Context: an optimization exercise on an open-source flow, tuned for small area and a short achievable clock period. The choices shown serve that exercise and are no tape-out recipe. RTL that was checked went through simulation tests only; none was proved equivalent to the original. Power and IR drop assume default switching activity.

== job 101 ==
Design message_extractor, start of the top module:
module message_extractor (
    input  logic                              clk,
    input  logic                              reset_n,
    input  logic                              in_valid,
    input  logic                              in_startofpacket,
    input  logic                              in_endofpacket,
    input  message_extractor_pkg::beat_t      in_data,
    input  message_extractor_pkg::empty_t     in_empty,
    output logic                              out_valid,
    output message_extractor_pkg::msg_data_t  out_data,
    output message_extractor_pkg::byte_mask_t out_bytemask
);
    logic        pkt_active;         
    logic [15:0] cnt;                
    logic [5:0]  pay;                
    logic        pend;               
    logic        hdr_fresh;          
    logic [2:0]  lp;
    logic [5:0]  len_q;              
    logic [63:0]  raw1;              
    logic [55:0]  raw2;              
  ...
For scale: ~570 flip-flops, ~360 I/O pins, roughly 24000 µm² of cells after synthesis.
==> flow/config.mk <==
export PLATFORM = sky130hd
export DESIGN_NAME = message_extractor
export DESIGN_NICKNAME = message_extractor
export VERILOG_FILES = /design/flow/design.v
export SDC_FILE = /design/flow/constraint.sdc
export NUM_CORES = 4
export LEC_CHECK = 0
export CAP_MARGIN = 20
export CORE_MARGIN = 2
export CORE_UTILIZATION = 30
export SLEW_MARGIN = 20
export SYNTH_HIERARCHICAL = 1
export SYNTH_MINIMUM_KEEP_SIZE = 0
==> flow/constraint.sdc <==
create_clock -name core_clock -period 18.0 [get_ports {clk}]
set_input_delay 3.6000 -clock core_clock [delete_from_list [all_inputs] [get_ports {clk}]]
set_output_delay 3.6000 -clock core_clock [all_outputs]
set_load 0.01 [all_outputs]
standard.sh (not shown) runs the stock make flow with config.mk's settings and CLKGATE_MAP_FILE= SYNTH_SCRIPT=/design/flow/synth_recipe.tcl, a recipe that flattens the netlist after the stock synthesis.
==> flow/flow/run.sh <==
#!/bin/bash
# Standard ORFS layout, with a setup margin for repair_timing (pushes paths well
# below the 18 ns clock), buf_2 port buffers and a sparser clock tree.
set -euo pipefail
bash standard.sh "SETUP_SLACK_MARGIN=13.1" "BUFFER_PORTS_ARGS=-buffer_cell sky130_fd_sc_hd__buf_2" "CTS_ARGS=-sink_clustering_enable -repair_clock_nets -sink_clustering_size 24 -sink_clustering_max_diameter 120 -dont_use_dummy_load -buf_list {sky130_fd_sc_hd__clkbuf_8 sky130_fd_sc_hd__clkbuf_16}" finish > make_flow.log 2>&1
Job 101: done, clean on timing, DRC and antenna
Edits applied to the flow inputs when going from job 101 to job 102:
==> flow/flow/run.sh <==
#!/bin/bash
# Standard ORFS layout, with a setup margin for repair_timing (pushes paths well
# below the 18 ns clock) and minimum-size port buffers.
set -euo pipefail
bash standard.sh "SETUP_SLACK_MARGIN=13" "BUFFER_PORTS_ARGS=-buffer_cell sky130_fd_sc_hd__buf_1" "CTS_ARGS=-sink_clustering_enable -repair_clock_nets -sink_clustering_size 30 -sink_clustering_max_diameter 100 -dont_use_dummy_load -buf_list {sky130_fd_sc_hd__clkbuf_8 sky130_fd_sc_hd__clkbuf_16}" finish > make_flow.log 2>&1
[summary]
- Between job 101 and job 102, sequential share of layout area increased.
- Job 102 ended up with a lower first-iteration DRC count than job 101 did.
- Every run in the comparison, job 102 and job 101, completed the flow with a clean layout.
- In the reports for job 102 and job 101, the larger layout overhead on the synthesized area belongs to job 101.
- Any difference in wire length per cell between job 101 and job 102 is small enough to ignore.
Edits applied to the flow inputs when going from job 102 to job 103:
==> flow/flow/run.sh <==
#!/bin/bash
# Standard ORFS layout, with a setup margin for repair_timing (pushes paths well
# below the 18 ns clock) and minimum-size port buffers.
set -euo pipefail
bash standard.sh "SETUP_SLACK_MARGIN=13" "BUFFER_PORTS_ARGS=-buffer_cell sky130_fd_sc_hd__buf_1" "CTS_ARGS=-sink_clustering_enable -repair_clock_nets -sink_clustering_size 16 -sink_clustering_max_diameter 100 -dont_use_dummy_load -buf_list {sky130_fd_sc_hd__clkbuf_8 sky130_fd_sc_hd__clkbuf_16}" finish > make_flow.log 2>&1
==> summary.txt <==
Of job 102 and job 103, job 102 shows the lower post-route non-filler standard cell count, with job 103 above it.
Compared with job 102, job 103 shows global-route met2 utilization higher by 0.78 points.
Met2 wire length: job 103 > job 102
Input-level comparison between job 104 and job 103:
- CORE_UTILIZATION changed from 30 to 35
==> flow/flow/run.sh <==
#!/bin/bash
# Standard ORFS layout, with a setup margin for repair_timing (pushes paths well
# below the 18 ns clock) and minimum-size port buffers.
set -euo pipefail
bash standard.sh "SETUP_SLACK_MARGIN=13" "BUFFER_PORTS_ARGS=-buffer_cell sky130_fd_sc_hd__buf_1" "CTS_ARGS=-sink_clustering_enable -repair_clock_nets -sink_clustering_size 24 -sink_clustering_max_diameter 120 -dont_use_dummy_load -buf_list {sky130_fd_sc_hd__clkbuf_8 sky130_fd_sc_hd__clkbuf_16}" finish > make_flow.log 2>&1
==> comparison <==
In the metrics for job 103 and job 104, the one carrying the lower cell count is job 104. Min share of total power in combinational logic across job 103 and job 104: job 103. Job 104 against job 103: power of the combinational group shows a reduction of about 4.4%, CTS sink count closely matched the old numbers, final setup slack of the worst path shrank by 0.047 ns, sequential share of layout area moved up. Minimum clock period after layout delta (job 104 − job 103): unfavourable. Summary of job 104 over job 103: wire length moved down, starting density of the core moved up, maximum clock frequency moved down.


Another version of the RTL of message_extractor (not shown whole).
Size: roughly 570 flip-flops, ~360 I/O pins, about 24000 µm² of cells after synthesis.
==> flow/config.mk <==
export PLATFORM = sky130hd
export DESIGN_NAME = message_extractor
export DESIGN_NICKNAME = message_extractor
export VERILOG_FILES = /design/flow/design.v
export SDC_FILE = /design/flow/constraint.sdc
export NUM_CORES = 4
export LEC_CHECK = 0
export CAP_MARGIN = 20
export CORE_MARGIN = 2
export CORE_UTILIZATION = 30
export SLEW_MARGIN = 20
==> flow/constraint.sdc <==
create_clock -name core_clock -period 18.0 [get_ports {clk}]
set_input_delay 3.6000 -clock core_clock [delete_from_list [all_inputs] [get_ports {clk}]]
set_output_delay 3.6000 -clock core_clock [all_outputs]
set_load 0.01 [all_outputs]
==> flow/flow/run.sh <==
#!/bin/bash
# Standard ORFS layout, with a setup margin for repair_timing (pushes paths well
# below the 18 ns clock) and minimum-size port buffers.
set -euo pipefail
bash standard.sh "SETUP_SLACK_MARGIN=12.9" "BUFFER_PORTS_ARGS=-buffer_cell sky130_fd_sc_hd__buf_1" "CTS_ARGS=-sink_clustering_enable -repair_clock_nets -sink_clustering_size 24 -sink_clustering_max_diameter 120 -dont_use_dummy_load -buf_list {sky130_fd_sc_hd__clkbuf_8 sky130_fd_sc_hd__clkbuf_16}" "GPL_TIMING_DRIVEN=1" finish > make_flow.log 2>&1
The first run completed with no timing, DRC or antenna violations.
Rerun with:
==> flow/flow/run.sh (replaced) <==
#!/bin/bash
# Standard ORFS layout, with a setup margin for repair_timing (pushes paths well
# below the 18 ns clock) and minimum-size port buffers.
set -euo pipefail
bash standard.sh "SETUP_SLACK_MARGIN=12.8" "BUFFER_PORTS_ARGS=-buffer_cell sky130_fd_sc_hd__buf_1" "CTS_ARGS=-sink_clustering_enable -repair_clock_nets -sink_clustering_size 24 -sink_clustering_max_diameter 120 -dont_use_dummy_load -buf_list {sky130_fd_sc_hd__clkbuf_8 sky130_fd_sc_hd__clkbuf_16}" finish > make_flow.log 2>&1
Die area does not change.
Area after synthesis stays the same.
Clock skew is lower by 0.015 ns.
Cell count is lower by 0.37%.
Global-route usage is lower by 0.32 points.
Worst setup slack degrades by 0.061 ns.
Rerun with:
==> flow/flow/run.sh (replaced) <==
#!/bin/bash
# Standard ORFS layout, with a setup margin for repair_timing (pushes paths well
# below the 18 ns clock) and minimum-size port buffers.
set -euo pipefail
bash standard.sh "SETUP_SLACK_MARGIN=13" "BUFFER_PORTS_ARGS=-buffer_cell sky130_fd_sc_hd__buf_1" "CTS_ARGS=-sink_clustering_enable -repair_clock_nets -sink_clustering_size 24 -sink_clustering_max_diameter 120 -dont_use_dummy_load -buf_list {sky130_fd_sc_hd__clkbuf_8 sky130_fd_sc_hd__clkbuf_16}" finish > make_flow.log 2>&1
Routed wire length increases by 7.6%.
Combinational power went up by 4.7%.
Global-route usage came out higher by 0.81 points.
Non-clock buffer count came out higher by 57.
Final area rises by 4.3%.
No run of this note included a check of the RTL's function; only the layout flow was run.


The RTL this note starts from:
==> flow/design.v <==
package message_extractor_pkg;
    typedef logic [63:0]  beat_t;        
    typedef logic [2:0]   empty_t;       
    typedef logic [255:0] msg_data_t;
    typedef logic [31:0]  byte_mask_t;   
    typedef logic [15:0]  msg_len_t;     
    typedef enum logic [1:0] {
        BYTE_SKIP = 2'd0,                
        BYTE_CUR  = 2'd1,                
        BYTE_NEXT = 2'd2                 
    } byte_class_e;
    typedef logic [15:0] beat_class_t;
endpackage
`timescale 1ns/1ps
module frame_parser (
    input  logic       reset_n,
    input  logic       in_valid,
    input  logic       in_startofpacket,
    input  logic       in_endofpacket,
    input  logic [2:0] in_empty,
    input  logic       pkt_active,       
    input  logic       ends,             
    input  logic [7:0] end_ok,           
    output logic       accept,           
    output logic       ld,               
    output logic       hold              
);
    logic msg_done;
    assign accept   = in_valid && (in_startofpacket != pkt_active);
    assign msg_done = in_valid && !in_startofpacket && pkt_active && ends &&
                      (!in_endofpacket || end_ok[in_empty]);
    assign ld       = reset_n && msg_done;
    assign hold     = reset_n && !msg_done;
endmodule
`timescale 1ns/1ps
module message_extractor (
    input  logic                              clk,
    input  logic                              reset_n,
    input  logic                              in_valid,
    input  logic                              in_startofpacket,
    input  logic                              in_endofpacket,
    input  message_extractor_pkg::beat_t      in_data,
    input  message_extractor_pkg::empty_t     in_empty,
    output logic                              out_valid,
    output message_extractor_pkg::msg_data_t  out_data,
    output message_extractor_pkg::byte_mask_t out_bytemask
);
    logic        pkt_active;         
    logic [15:0] cnt;                
    logic [5:0]  pay;                
    logic        pend;               
    logic        hdr_fresh;          
    logic [2:0]  lp;
    logic [5:0]  len_q;              
    logic [63:0]  raw1;              
    logic [55:0]  raw2;              
    logic [127:0] acc;               
    logic        accept;
    logic        first_beat;
    logic        ld;                 
    logic        hold;               
    assign first_beat = !pkt_active;
    logic [5:0]  len_eff;
    logic [2:0]  d_eff;
    logic [5:0]  p_eff;              
    logic        more_msgs;
    assign more_msgs = |cnt[15:1];
    assign len_eff   = hdr_fresh ? pay : len_q;
    assign p_eff     = hdr_fresh ? 6'(pay + {3'd0, lp} - 6'd7) : pay;
    assign d_eff     = 3'(-p_eff[2:0]);
    logic        ends;
    logic [2:0]  e;
    logic [7:0]  end_ok;
    assign ends = (p_eff != '0) && (p_eff <= 6'd8);
    assign e    = 3'(p_eff - 6'd1);
    always_comb begin
        for (int k = 0; k < 8; k++) begin
            end_ok[k] = (4'(k) + {1'b0, e}) <= 4'd7;
        end
    end
    frame_parser i_frame_parser (
        .reset_n          (reset_n),
        .in_valid         (in_valid),
        .in_startofpacket (in_startofpacket),
        .in_endofpacket   (in_endofpacket),
        .in_empty         (in_empty),
        .pkt_active       (pkt_active),
        .ends             (ends),
        .end_ok           (end_ok),
        .accept           (accept),
        .ld               (ld),
        .hold             (hold)
    );
    logic [15:0] n_cnt;
    logic [5:0]  n_pay;
    logic        n_pend;
    logic        n_hdr;
    logic [2:0]  n_lp;
    always_comb begin
        n_cnt  = cnt;
        n_pay  = '0;
        n_pend = 1'b0;
        n_hdr  = 1'b0;
        n_lp   = lp;
        if (p_eff > 6'd8) begin
            n_pay = p_eff - 6'd8;
        end else if (pend) begin
            n_hdr = 1'b1;
            n_lp  = 3'd0;
            n_cnt = cnt - 16'd1;
        end else if (more_msgs) begin
            if (p_eff <= 6'd6) begin
                n_hdr = 1'b1;
                n_lp  = 3'(p_eff + 6'd1);
                n_cnt = cnt - 16'd1;
            end else if (p_eff == 6'd7) begin
                n_pend = 1'b1;
            end
        end
    end
    always_ff @(posedge clk) begin
        if (!reset_n) begin
            pkt_active <= 1'b0;
        end else if (accept) begin
            pkt_active <= !in_endofpacket;
        end
    end
    always_ff @(posedge clk) begin
        if (accept) begin
            len_q <= len_eff;
            if (first_beat) begin
                cnt       <= in_data[63:48];
                pay       <= (|in_data[63:48]) ? in_data[37:32] : 6'd0;
                pend      <= 1'b0;
                hdr_fresh <= |in_data[63:48];
                lp        <= 3'd3;
            end else begin
                cnt       <= n_cnt;
                pay       <= n_hdr ? 6'(in_data[8*(7-n_lp) +: 8]) : n_pay;
                pend      <= n_pend;
                hdr_fresh <= n_hdr;
                lp        <= n_lp;
            end
        end
    end
    logic [63:0] v_prev;
    logic [63:0] v_cur;
    assign v_prev = 64'({raw2, raw1} >> {d_eff, 3'b000});
    assign v_cur  = 64'({raw1[55:0], in_data} >> {d_eff, 3'b000});
    always_ff @(posedge clk) begin
        if (accept) begin
            raw1 <= in_data;
            raw2 <= raw1[55:0];
            acc  <= {acc[63:0], v_prev};
        end
    end
    logic [31:0]  mask;
    logic [255:0] data_mask;
    always_comb begin
        for (int k = 0; k < 32; k++) begin
            mask[k]              = (k < 8) || (6'(k) < len_eff);
            data_mask[8*k +: 8]  = {8{mask[k]}};
        end
    end
    logic [255:0] ld_mask;
    logic [31:0]  ld_bmask;
    assign ld_mask  = data_mask & {256{ld}};
    assign ld_bmask = mask & {32{ld}};
    always_ff @(posedge clk) begin
        out_valid    <= ld;
        out_data     <= ({acc, v_prev, v_cur} & ld_mask) | (out_data & {256{hold}});
        out_bytemask <= ld_bmask | (out_bytemask & {32{hold}});
    end
endmodule
clock: 18.0 ns
lec_check: 0
cap_margin: 20
core_margin: 2
core_utilization: 30
slew_margin: 20
synth_hierarchical: 1
synth_minimum_keep_size: 0
==> flow/flow/run.sh <==
#!/bin/bash
# Standard ORFS layout, with a setup margin for repair_timing (pushes paths well
# below the 18 ns clock), buf_1 on inputs and buf_2 on outputs.
set -euo pipefail
bash standard.sh "SETUP_SLACK_MARGIN=13.1" "BUFFER_PORTS_ARGS=-inputs -buffer_cell sky130_fd_sc_hd__buf_1" "PRE_GLOBAL_PLACE_TCL=$PWD/flow/pre_gpl.tcl" "CTS_ARGS=-sink_clustering_enable -repair_clock_nets -sink_clustering_size 24 -sink_clustering_max_diameter 120 -dont_use_dummy_load -buf_list {sky130_fd_sc_hd__clkbuf_8 sky130_fd_sc_hd__clkbuf_16}" finish > make_flow.log 2>&1
==> flow/flow/pre_gpl.tcl <==
# Output ports get a buf_2 (inputs get buf_1 from the standard port buffering)
buffer_ports -outputs -buffer_cell sky130_fd_sc_hd__buf_2
The starting point passed the timing, DRC and antenna checks.
Next try:
==> flow/flow/run.sh (replaced) <==
#!/bin/bash
# Standard ORFS layout, with a setup margin for repair_timing (pushes paths well
# below the 18 ns clock) and minimum-size port buffers.
set -euo pipefail
bash standard.sh "SETUP_SLACK_MARGIN=13" "BUFFER_PORTS_ARGS=-buffer_cell sky130_fd_sc_hd__buf_1" "CTS_ARGS=-sink_clustering_enable -repair_clock_nets -sink_clustering_size 24 -sink_clustering_max_diameter 120 -dont_use_dummy_load -buf_list {sky130_fd_sc_hd__clkbuf_8 sky130_fd_sc_hd__clkbuf_16}" finish > make_flow.log 2>&1
removed: flow/flow/pre_gpl.tcl
What happened: The new run completed with no timing, DRC or antenna violations; maximum frequency fell by 0.63%; clock-buffer cell count grows by 2; sequential power barely changes; cell count climbs by 8.5%; routed wire length came out higher by 0.35%; flip-flop and latch count does not change; cell area came out higher by 2.7%.
Next try:
==> flow/flow/run.sh (replaced) <==
#!/bin/bash
# Standard ORFS layout, with a setup margin for repair_timing (pushes paths well
# below the 18 ns clock), buf_2 port buffers and a sparser clock tree.
set -euo pipefail
bash standard.sh "SETUP_SLACK_MARGIN=13.2" "BUFFER_PORTS_ARGS=-buffer_cell sky130_fd_sc_hd__buf_2" "CTS_ARGS=-sink_clustering_enable -repair_clock_nets -sink_clustering_size 24 -sink_clustering_max_diameter 120 -dont_use_dummy_load -buf_list {sky130_fd_sc_hd__clkbuf_8 sky130_fd_sc_hd__clkbuf_16}" finish > make_flow.log 2>&1
The changed run produced a clean layout.
Setup slack loses 0.045 ns.
Wire length increases by roughly a tenth.
Via count increases by a few percent.
Global-route usage increases by 1.5 points.
Cell count increases by a few percent.

port drivers added, routing unchanged:
The results above use ideal ports. As a check the final layouts listed here were re-extracted and re-timed, cells and wires unchanged. Step 1 assumes that a clkbuf_16 drives the clock port and a buf_2 every other input. Step 2 moves the port delays by t, midway between the first and last clock arrival at a register: inputs arrive t later, outputs are due t later. That takes back most of the time a late clock gives input paths. Three values: ideal ports, drivers, drivers and shift; two values: the first two.
run | shift t [ns] | setup WS [ns] | hold slack, ns | latest minus earliest clock arrival (ns)
job 101 | 0.661 | 12.983 / 12.996 / 12.335 | 0.424 / 0.424 / 0.424 | 0.070 / 0.070
job 102 | 0.673 | 12.989 / 13.000 / 12.327 | 0.408 / 0.408 / 0.408 | 0.119 / 0.120
job 103 | 0.623 | 12.947 / 12.958 / 12.334 | 0.409 / 0.409 / 0.409 | 0.099 / 0.099
job 104 | 0.645 | 12.900 / 12.911 / 12.267 | 0.445 / 0.445 / 0.445 | 0.055 / 0.055
the first run of note 2 | 0.660 | 12.928 / 12.946 / 12.285 | 0.428 / 0.428 / 0.428 | 0.073 / 0.073
the second run of note 2 | 0.660 | 12.867 / 12.893 / 12.233 | 0.418 / 0.418 / 0.418 | 0.056 / 0.056
the third run of note 2 | 0.658 | 12.890 / 12.901 / 12.243 | 0.427 / 0.427 / 0.427 | 0.045 / 0.044
the first run of note 3 | 0.668 | 13.029 / 13.037 / 12.369 | 0.445 / 0.445 / 0.445 | 0.062 / 0.062
the second run of note 3 | 0.666 | 12.998 / 13.038 / 12.372 | 0.427 / 0.427 / 0.427 | 0.087 / 0.087
the third run of note 3 | 0.670 | 12.953 / 12.969 / 12.299 | 0.428 / 0.428 / 0.428 | 0.072 / 0.072
After both steps every run listed still meets setup and hold. The setup slack of job 102, which loses most, moves by +0.011 ns with the drivers and by -0.662 ns with both steps.
